This is an optimization exercise on Yosys and OpenROAD, whose aim is small area and few clock cycles per item, not a production implementation. Function was checked by simulation only, so behaviour that the tests miss may differ from the original. Power figures rest on the tool's default switching activity, not on a simulated workload.

## design/flow/config.mk

```make
export PLATFORM = sky130hd
export DESIGN_NAME = vsldu_top
export DESIGN_NICKNAME = vsldu_top
export VERILOG_FILES = /design/flow/design.v
export SDC_FILE = /design/flow/constraint.sdc
export NUM_CORES = 4
export LEC_CHECK = 0
export CAP_MARGIN = 20
export CORE_AREA = 6 6 554 554
export DIE_AREA = 0 0 560 560
export PLACE_DENSITY = 0.35
export SLEW_MARGIN = 20
```

## design/flow/constraint.sdc

```tcl
create_clock -name core_clock -period 10.0 [get_ports {clk}]
set_input_delay 2.0000 -clock core_clock [delete_from_list [all_inputs] [get_ports {clk}]]
set_output_delay 2.0000 -clock core_clock [all_outputs]
set_load 0.01 [all_outputs]
```

## design/flow/design.v

```verilog
`timescale 1ns/100ps
package vsldu_pkg;
    localparam int ELEN = 32;
    localparam int ELEN_BYTES = ELEN / 8;
    localparam int EB_W = $clog2(ELEN_BYTES + 1);   
    localparam int MAX_LMUL = 4;   
    typedef enum logic [2:0] {
        SLDU_SLIDEUP    = 3'd0,   
        SLDU_SLIDEDOWN  = 3'd1,   
        SLDU_SLIDE1UP   = 3'd2,   
        SLDU_SLIDE1DOWN = 3'd3,   
        SLDU_VMV        = 3'd4    
    } sldu_op_e;
    typedef enum logic [2:0] {
        SEW_8  = 3'b000,
        SEW_16 = 3'b001,
        SEW_32 = 3'b010
    } sew_e;
    typedef enum logic [2:0] {
        LMUL_1 = 3'b000,
        LMUL_2 = 3'b001,
        LMUL_4 = 3'b010
    } lmul_e;
endpackage
`timescale 1ns/100ps
module vsldu_decode #(
    parameter int VLEN = 128
) (
    input  logic                                           clk,
    input  logic                                           rst_n,
    input  logic                                           in_valid,
    output logic                                           in_ready,
    input  vsldu_pkg::sldu_op_e                            op,
    input  vsldu_pkg::sew_e                                sew,
    input  vsldu_pkg::lmul_e                               lmul,
    input  logic [vsldu_pkg::MAX_LMUL*VLEN-1:0]            vs2,
    input  logic [vsldu_pkg::ELEN-1:0]                     scalar,
    output logic                                           dec_valid,
    input  logic                                           dec_ready,
    output logic                                           slide_down,
    output logic [$clog2(vsldu_pkg::MAX_LMUL*VLEN/8+1)-1:0] shift_bytes,
    output logic                                           keep_prefix,
    output logic                                           insert_low,
    output logic                                           insert_high,
    output logic [vsldu_pkg::EB_W-1:0]                     elem_bytes,
    output logic [$clog2(vsldu_pkg::MAX_LMUL*VLEN/8+1)-1:0] group_bytes,
    output logic [vsldu_pkg::MAX_LMUL*VLEN-1:0]            dec_vs2,
    output logic [vsldu_pkg::ELEN-1:0]                     dec_scalar
);
    localparam int DW        = vsldu_pkg::MAX_LMUL * VLEN;
    localparam int REG_BYTES = VLEN / 8;
    localparam int GB_W      = $clog2(DW / 8 + 1);
    localparam int SH_W      = vsldu_pkg::ELEN + vsldu_pkg::EB_W;   
    logic [vsldu_pkg::EB_W-1:0] eb_d;
    logic [GB_W-1:0] gb_d;
    logic [GB_W-1:0] sh_d;
    logic [vsldu_pkg::ELEN-1:0] k_elems;
    logic [SH_W-1:0] sh_full;
    logic            whole_group;
    logic            down_d;
    logic            keep_d;
    logic            ins_lo_d;
    logic            ins_hi_d;
    always_comb begin
        case (sew)
            vsldu_pkg::SEW_16:  eb_d = vsldu_pkg::EB_W'(2);
            vsldu_pkg::SEW_32:  eb_d = vsldu_pkg::EB_W'(4);
            default: eb_d = vsldu_pkg::EB_W'(1);
        endcase
        case (lmul)
            vsldu_pkg::LMUL_2:  gb_d = GB_W'(2 * REG_BYTES);
            vsldu_pkg::LMUL_4:  gb_d = GB_W'(4 * REG_BYTES);
            default: gb_d = GB_W'(REG_BYTES);
        endcase
    end
    always_comb begin
        down_d      = 1'b0;
        keep_d      = 1'b0;
        ins_lo_d    = 1'b0;
        ins_hi_d    = 1'b0;
        whole_group = 1'b0;
        k_elems     = scalar;
        case (op)
            vsldu_pkg::SLDU_SLIDEUP: begin
                keep_d = 1'b1;   
            end
            vsldu_pkg::SLDU_SLIDEDOWN: begin
                down_d = 1'b1;
            end
            vsldu_pkg::SLDU_SLIDE1UP: begin
                k_elems  = vsldu_pkg::ELEN'(1);
                ins_lo_d = 1'b1;
            end
            vsldu_pkg::SLDU_SLIDE1DOWN: begin
                down_d   = 1'b1;
                k_elems  = vsldu_pkg::ELEN'(1);
                ins_hi_d = 1'b1;
            end
            vsldu_pkg::SLDU_VMV: begin
                down_d      = 1'b1;
                whole_group = 1'b1;   
                ins_lo_d    = 1'b1;
            end
        endcase
        sh_full = {{vsldu_pkg::EB_W{1'b0}}, k_elems} * eb_d;
        if (whole_group || sh_full >= SH_W'(gb_d)) begin
            sh_d = gb_d;   
        end else begin
            sh_d = sh_full[GB_W-1:0];
        end
    end
    assign in_ready = !dec_valid || dec_ready;
    always_ff @(posedge clk or negedge rst_n) begin
        if (!rst_n) begin
            dec_valid <= 1'b0;
        end else if (in_ready) begin
            dec_valid <= in_valid;
        end
    end
    always_ff @(posedge clk) begin
        if (in_valid && in_ready) begin
            slide_down  <= down_d;
            shift_bytes <= sh_d;
            keep_prefix <= keep_d;
            insert_low  <= ins_lo_d;
            insert_high <= ins_hi_d;
            elem_bytes  <= eb_d;
            group_bytes <= gb_d;
            dec_vs2     <= vs2;
            dec_scalar  <= scalar;
        end
    end
endmodule
`timescale 1ns/100ps
module vsldu_slide_stage #(
    parameter int VLEN = 128
) (
    input  logic                                           clk,
    input  logic                                           rst_n,
    input  logic                                           dec_valid,
    output logic                                           dec_ready,
    input  logic                                           slide_down,
    input  logic [$clog2(vsldu_pkg::MAX_LMUL*VLEN/8+1)-1:0] shift_bytes,
    input  logic                                           keep_prefix,
    input  logic                                           insert_low,
    input  logic                                           insert_high,
    input  logic [vsldu_pkg::EB_W-1:0]                     elem_bytes,
    input  logic [$clog2(vsldu_pkg::MAX_LMUL*VLEN/8+1)-1:0] group_bytes,
    input  logic [vsldu_pkg::MAX_LMUL*VLEN-1:0]            dec_vs2,
    input  logic [vsldu_pkg::ELEN-1:0]                     dec_scalar,
    output logic                                           out_valid,
    input  logic                                           out_ready,
    output logic [vsldu_pkg::MAX_LMUL*VLEN-1:0]            result
);
    localparam int DW   = vsldu_pkg::MAX_LMUL * VLEN;
    localparam int NB   = DW / 8;
    localparam int GB_W = $clog2(NB + 1);
    logic [DW-1:0]   src_g;
    logic [DW-1:0]   moved;
    logic [DW-1:0]   next_result;
    logic [GB_W-1:0] ins_base;
    always_comb begin
        for (int i = 0; i < NB; i++) begin
            if (GB_W'(i) < group_bytes) begin
                src_g[8*i +: 8] = dec_vs2[8*i +: 8];
            end else begin
                src_g[8*i +: 8] = 8'h00;
            end
        end
    end
    always_comb begin
        moved = src_g;
        for (int b = 0; b < GB_W; b++) begin
            if (shift_bytes[b]) begin
                if (slide_down) begin
                    moved = moved >> (8 << b);
                end else begin
                    moved = moved << (8 << b);
                end
            end
        end
    end
    assign ins_base = insert_high ? (group_bytes - GB_W'(elem_bytes)) : '0;
    always_comb begin
        int off;
        for (int i = 0; i < NB; i++) begin
            off = i - int'(ins_base);
            next_result[8*i +: 8] = moved[8*i +: 8];
            if (!slide_down && keep_prefix && GB_W'(i) < shift_bytes) begin
                next_result[8*i +: 8] = src_g[8*i +: 8];   
            end
            if ((insert_low || insert_high) && off >= 0 && off < int'(elem_bytes)) begin
                next_result[8*i +: 8] = dec_scalar[8*off +: 8];
            end
            if (GB_W'(i) >= group_bytes) begin
                next_result[8*i +: 8] = 8'h00;   
            end
        end
    end
    assign dec_ready = !out_valid || out_ready;
    always_ff @(posedge clk or negedge rst_n) begin
        if (!rst_n) begin
            out_valid <= 1'b0;
        end else if (dec_ready) begin
            out_valid <= dec_valid;
        end
    end
    always_ff @(posedge clk) begin
        if (dec_valid && dec_ready) begin
            result <= next_result;   
        end
    end
endmodule
`timescale 1ns/100ps
module vsldu_top #(
    parameter int VLEN = 64
) (
    input  logic                                clk,
    input  logic                                rst_n,
    input  logic                                in_valid,
    output logic                                in_ready,
    input  logic [2:0]                          op,
    input  logic [2:0]                          sew,
    input  logic [2:0]                          lmul,
    input  logic [vsldu_pkg::MAX_LMUL*VLEN-1:0] vs2,
    input  logic [vsldu_pkg::ELEN-1:0]          scalar,
    output logic                                out_valid,
    input  logic                                out_ready,
    output logic [vsldu_pkg::MAX_LMUL*VLEN-1:0] result
);
    localparam int DW   = vsldu_pkg::MAX_LMUL * VLEN;
    localparam int GB_W = $clog2(DW / 8 + 1);
    logic            dec_valid;
    logic            dec_ready;
    logic            slide_down;
    logic [GB_W-1:0] shift_bytes;
    logic            keep_prefix;
    logic            insert_low;
    logic            insert_high;
    logic [vsldu_pkg::EB_W-1:0] elem_bytes;
    logic [GB_W-1:0] group_bytes;
    logic [DW-1:0]   dec_vs2;
    logic [vsldu_pkg::ELEN-1:0] dec_scalar;
    vsldu_decode #(.VLEN(VLEN)) u_decode (
        .clk(clk), .rst_n(rst_n),
        .in_valid(in_valid), .in_ready(in_ready),
        .op(vsldu_pkg::sldu_op_e'(op)), .sew(vsldu_pkg::sew_e'(sew)), .lmul(vsldu_pkg::lmul_e'(lmul)), .vs2(vs2), .scalar(scalar),
        .dec_valid(dec_valid), .dec_ready(dec_ready),
        .slide_down(slide_down), .shift_bytes(shift_bytes),
        .keep_prefix(keep_prefix), .insert_low(insert_low),
        .insert_high(insert_high), .elem_bytes(elem_bytes),
        .group_bytes(group_bytes), .dec_vs2(dec_vs2), .dec_scalar(dec_scalar)
    );
    vsldu_slide_stage #(.VLEN(VLEN)) u_slide (
        .clk(clk), .rst_n(rst_n),
        .dec_valid(dec_valid), .dec_ready(dec_ready),
        .slide_down(slide_down), .shift_bytes(shift_bytes),
        .keep_prefix(keep_prefix), .insert_low(insert_low),
        .insert_high(insert_high), .elem_bytes(elem_bytes),
        .group_bytes(group_bytes), .dec_vs2(dec_vs2), .dec_scalar(dec_scalar),
        .out_valid(out_valid), .out_ready(out_ready), .result(result)
    );
endmodule
```

## design/flow/run.sh

```bash
#!/bin/bash
# synth_recipe.tcl (not shown) runs the flow's synth.tcl, then flattens the netlist and writes it again
# the make line also repeats each setting of config.mk as NAME=value (left out here)
make -C /OpenROAD-flow-scripts/flow DESIGN_CONFIG=/design/flow/config.mk WORK_HOME=/design/flow/orfs CLKGATE_MAP_FILE= SYNTH_SCRIPT=/design/flow/synth_recipe.tcl finish
```

==> results.txt <==
[worst max path at each step]
stage / start / end / depth (start not counted)
2_1_floorplan: out_ready / u_decode.dec_scalar[0] / 2
3_3_place_gp: op[2] / u_decode.shift_bytes[4] / 16
3_5_place_dp: op[2] / u_decode.shift_bytes[4] / 16
4_1_cts: op[2] / u_decode.shift_bytes[4] / 16
5_1_grt: sew[1] / u_decode.shift_bytes[5] / 20
6_report: sew[1] / u_decode.shift_bytes[4] / 20
[sequential cells by signal (all words and copies together), names as in the netlist, 3 cells and up]
name                  cells
u_decode.dec_scalar      32
u_decode.group_bytes      3
u_decode.elem_bytes       3
u_decode.shift_bytes      6
u_decode.dec_vs2        256
u_slide.result          256
[cell type report]
type                            count  area, µm²  share of cell area [%]
Clock buffer                       92       1980                    2.79
Multi-Input combinational cell   5619      36800                    51.9
Timing Repair Buffer             1012       9400                    13.2
Tap cell                         3939       4930                    6.94
Clock inverter                     36        365                   0.515
Antenna cell                       91        228                   0.321
Sequential cell                   562      16900                    23.8
Inverter                           99        392                   0.552
[metal layers]
layer  share of wire (%)  track usage [%]
met1                  39             46.0
met2                  40             52.7
met3                  10             11.1
met4                  11             32.0
met5               0.084                0
[cells in the mapped netlist (all sizes together) (22+ instances only)]
cell type and count:
nor2 791, nand2 686, a21oi 643, o21ai 561, edfxtp 560, mux2i 419, clkbuf 384, a211oi 326
buf 281, nand3 177, a221oi 137, nor3 135, o211ai 132, a31oi 118, mux2 106, inv 98
o22ai 88, and3 81, and2 80, o221ai 70, a21o 67, a211o 64, ha 63, o21a 59
nand2b 53, o31ai 53, a2111oi 51, a22oi 47, o311ai 39, mux4 35, o21bai 35, fa 31
a221o 29, or2 28, nand4 25, nor2b 24, nor4 23, or3 23, o211a 22, o2bb2ai 22
[through the flow]
step	worst slack, ns	hold WS [ns]	instances
floorplan	0.176	0.449	6945
finish	2.57	0.506	11450
detailed placement	1.52	0.497	11223
global placement	1.48	0.475	11212
CTS	2.36	0.508	11351
global route	2.13	0.549	11368
[power by group through the flow]
| stage | clock [W] | combinational (W) | sequential, W |
|---|---|---|---|
| final | 0.00270 | 0.00479 | 0.00325 |
| after global routing | 0.00286 | 0.00473 | 0.00323 |
| after CTS | 0.00278 | 0.00451 | 0.00323 |
| after detailed placement | 0 | 0.00449 | 0.00327 |
| after global placement | 0 | 0.00451 | 0.00328 |
| after floorplan | 0 | 0.00185 | 0.00309 |
[kinds of logic (layout without fill, tap and decap cells)]
| group | count (synthesis) | after routing | synth area share (%) |
|---|---|---|---|
| xor gates and xnor gates | 23 | 23 | 0.359 |
| adders and majority gates | 94 | 94 | 2.51 |
| muxes | 560 | 560 | 11.0 |
| AOI/OAI and AO/OA | 2788 | 2788 | 33.4 |
| DFF | 562 | 562 | 30.1 |
| buffers and inverters | 764 | 1239 | 5.71 |
| other | 0 | 91 | 0 |
| and+or+nand+nor | 2154 | 2154 | 16.9 |
[layout by cell type, fill, tap and decap left out, types with 125 or more instances in the layout]
cell / instances
a211oi_1: 294
edfxtp_1: 560
a221oi_1: 137
a21oi_1: 632
nor3_1: 125
o211ai_1: 132
buf_4: 416
nor2_1: 761
nand3_1: 177
nand2_1: 674
o21ai_0: 512
clkdlybuf4s50_1: 558
mux2i_1: 412
==> impl_results.md <==
* CP max stage delay at 0.67 ns
* Die height at 560 µm
* Resized cells post-CTS at 0
* Antenna-violating nets left at 0
* Clk Latency, worst-skew pair at 0.86 ns
* Seq/Total Area, Yosys at 30.1%
* Yosys top cell by area: edfxtp_1
* Netlist cell types at 93
* Hold Crit Start: u_decode.dec_valid
* Drt initial violations at 13427
* DPL Wire Length at 476000 µm
* Drt drc at 0
* CP Launch Type: primary input
* Drt first pass iters at 7
* Min-Delay Endpoint: u_slide.out_valid
* Final nets at 7764
* Critical path's top delay family: compound AO/OA/AOI/OAI gates
* Final setup viols at 0
* Slew HR at 6.05%
* Die area at 0.314 mm²
* LEAKAGE at 24.6 nW
* Worst flop-to-flop path endpoint: u_slide.result[51]
* Synth area leaders: edfxtp_1, mux2i_1, a21oi_1, nor2_1, o21ai_0
* CTS tree: built
* Crit end category: register
* Peak supply drop at 0.123 mV
* Setup Buffers After CTS at 0
* Buffers & Inverters on Critical Path at 5
* IO Pins at 559
* Top cell by count, worst path: inv_1
* CTS Buffer Depth at 4
* Post-synth EDFFs at 560
* Die W at 560 µm
* Routed vias/inst at 6.40
* Yosys top cell area share at 30.0%
* Routed len/inst at 53.7 µm
* CTS sink count at 562
* Worst Skew at 0.0532 ns
* Max stage delay cell, worst path: inv_1
* Worst-case reg-to-reg path depth at 11
* Layout fillers at 32857
* Core area at 0.298 mm²
* WHS Path Cells at 1
* Layout cells sized above 1 at 12.6%
* Crit path required time at 10.58 ns
* Ys async rst share at 0.356%
* Tightest Pin Transition at 1.40 ns
* Port bufs at 558
* Ys flop type: edfxtp_1
* Via Count at 73227
* Post-route cell area at 0.0710 mm²
* Clock slew at reported path FFs at 0.06 ns
* Largest net degree at the start of global routing at 134
* Post-Syn Area at 0.0561 mm²
* Yosys warning total at 2
* Min Clock Period, post-route at 7.43 ns
* Gpl congestion at 1.08
* Crit Path Class: primary input to register
* Outcome: finished clean
* Hold buffer count at cts at 0
* Unrepaired setup endpoints after global routing: no
* Combinational share of power at 44.6%
* Drt total wl at 615000 µm
* TritonCTS Buffers at 75
* First-pass GRT wire length at 771000 µm
* Reg-to-reg slack, setup at 3.18 ns
* Data arrival, critical path at 8.01 ns
* Area Growth Syn to Fin at 26.6%
* Net Count, Synth at 7340
* P per Cell Area at 151 mW/mm²
* Gate count of the mapped netlist at 6945
* Internal power at 0.00572 W
* Sequential share of power at 30.3%
* Critical Path, Cell by Cell: clkdlybuf4s50_1 > nand2b_1 > a21oi_1 > buf_4 > inv_1 > nand3_1 > fa_1 > inv_1 > ha_1 > inv_1 > fa_1 > nand2b_1 > a21oi_1 > o2111ai_1 > a211oi_1 > o2111ai_1 > a221o_1 > a21boi_0 > o211a_1 > mux2_2
* Slew Viols, Final at 0
* FMAX at 135 MHz
* Num rows at 200
* Clk root buf: clkbuf_16
* Vias in the first global route at 66805
* Final TNS setup at 0 ns
* Sw Share at 46.7%
* H-Tree Level Count at 3
* Placed Instance Area at 0.0682 mm²
* Crit share post-route at 74.3%
* Fin. Hold Viols at 0
* Initial antenna violation count at 154
* Sw Pwr at 0.00502 W
* Crit-path max FO at 18
* Max cap viols at 0
* Final Util at 23.8%
* Gr ovfl total at 0
* Global Route Usage Sum at 37.3%
* Worst min path class: register to register
* Tot Pwr at 0.0107 W
* Start of the worst register-to-register path: u_decode.slide_down
* Clock network power share at 25.1%
* Yosys reg bits at 562
* Syn_area_per_cell at 8.07 µm²
* Starting Density at 18.8%
Testbench counts, summed over its fixed seeds: cycles 4,816, items 4,800.

==> afterwards: timing with drivers on the ports <==
The flow's constraints put no driver on any port. The routed layout listed below was extracted and timed again, unchanged, in two steps.
Step 1 (the two cells are an assumption about what drives the block):
set clk [get_ports {clk}]
set_driving_cell -lib_cell sky130_fd_sc_hd__clkbuf_16 $clk
set_driving_cell -lib_cell sky130_fd_sc_hd__buf_2 [delete_from_list [all_inputs] $clk]
Step 2 adds t to the input delays and takes it off the output delays; t is the mean of the earliest and latest rising clock arrival at the registers after step 1. Input paths then give back, and output paths get back, about the clock's delay inside the block.
Three values: ideal ports, drivers, drivers and shift; two values: the first two.
t (ns): 0.930
setup WS [ns]: 2.570 / 2.640 / 1.710
worst setup path at the end: input to register
worst slew at a driven data input, ns: 0.08
pins driven straight from the clock port: 1
After both steps setup and hold are still met in this run. For this run, drivers alone change the setup slack by +0.070 ns; drivers and shift together by -0.860 ns.
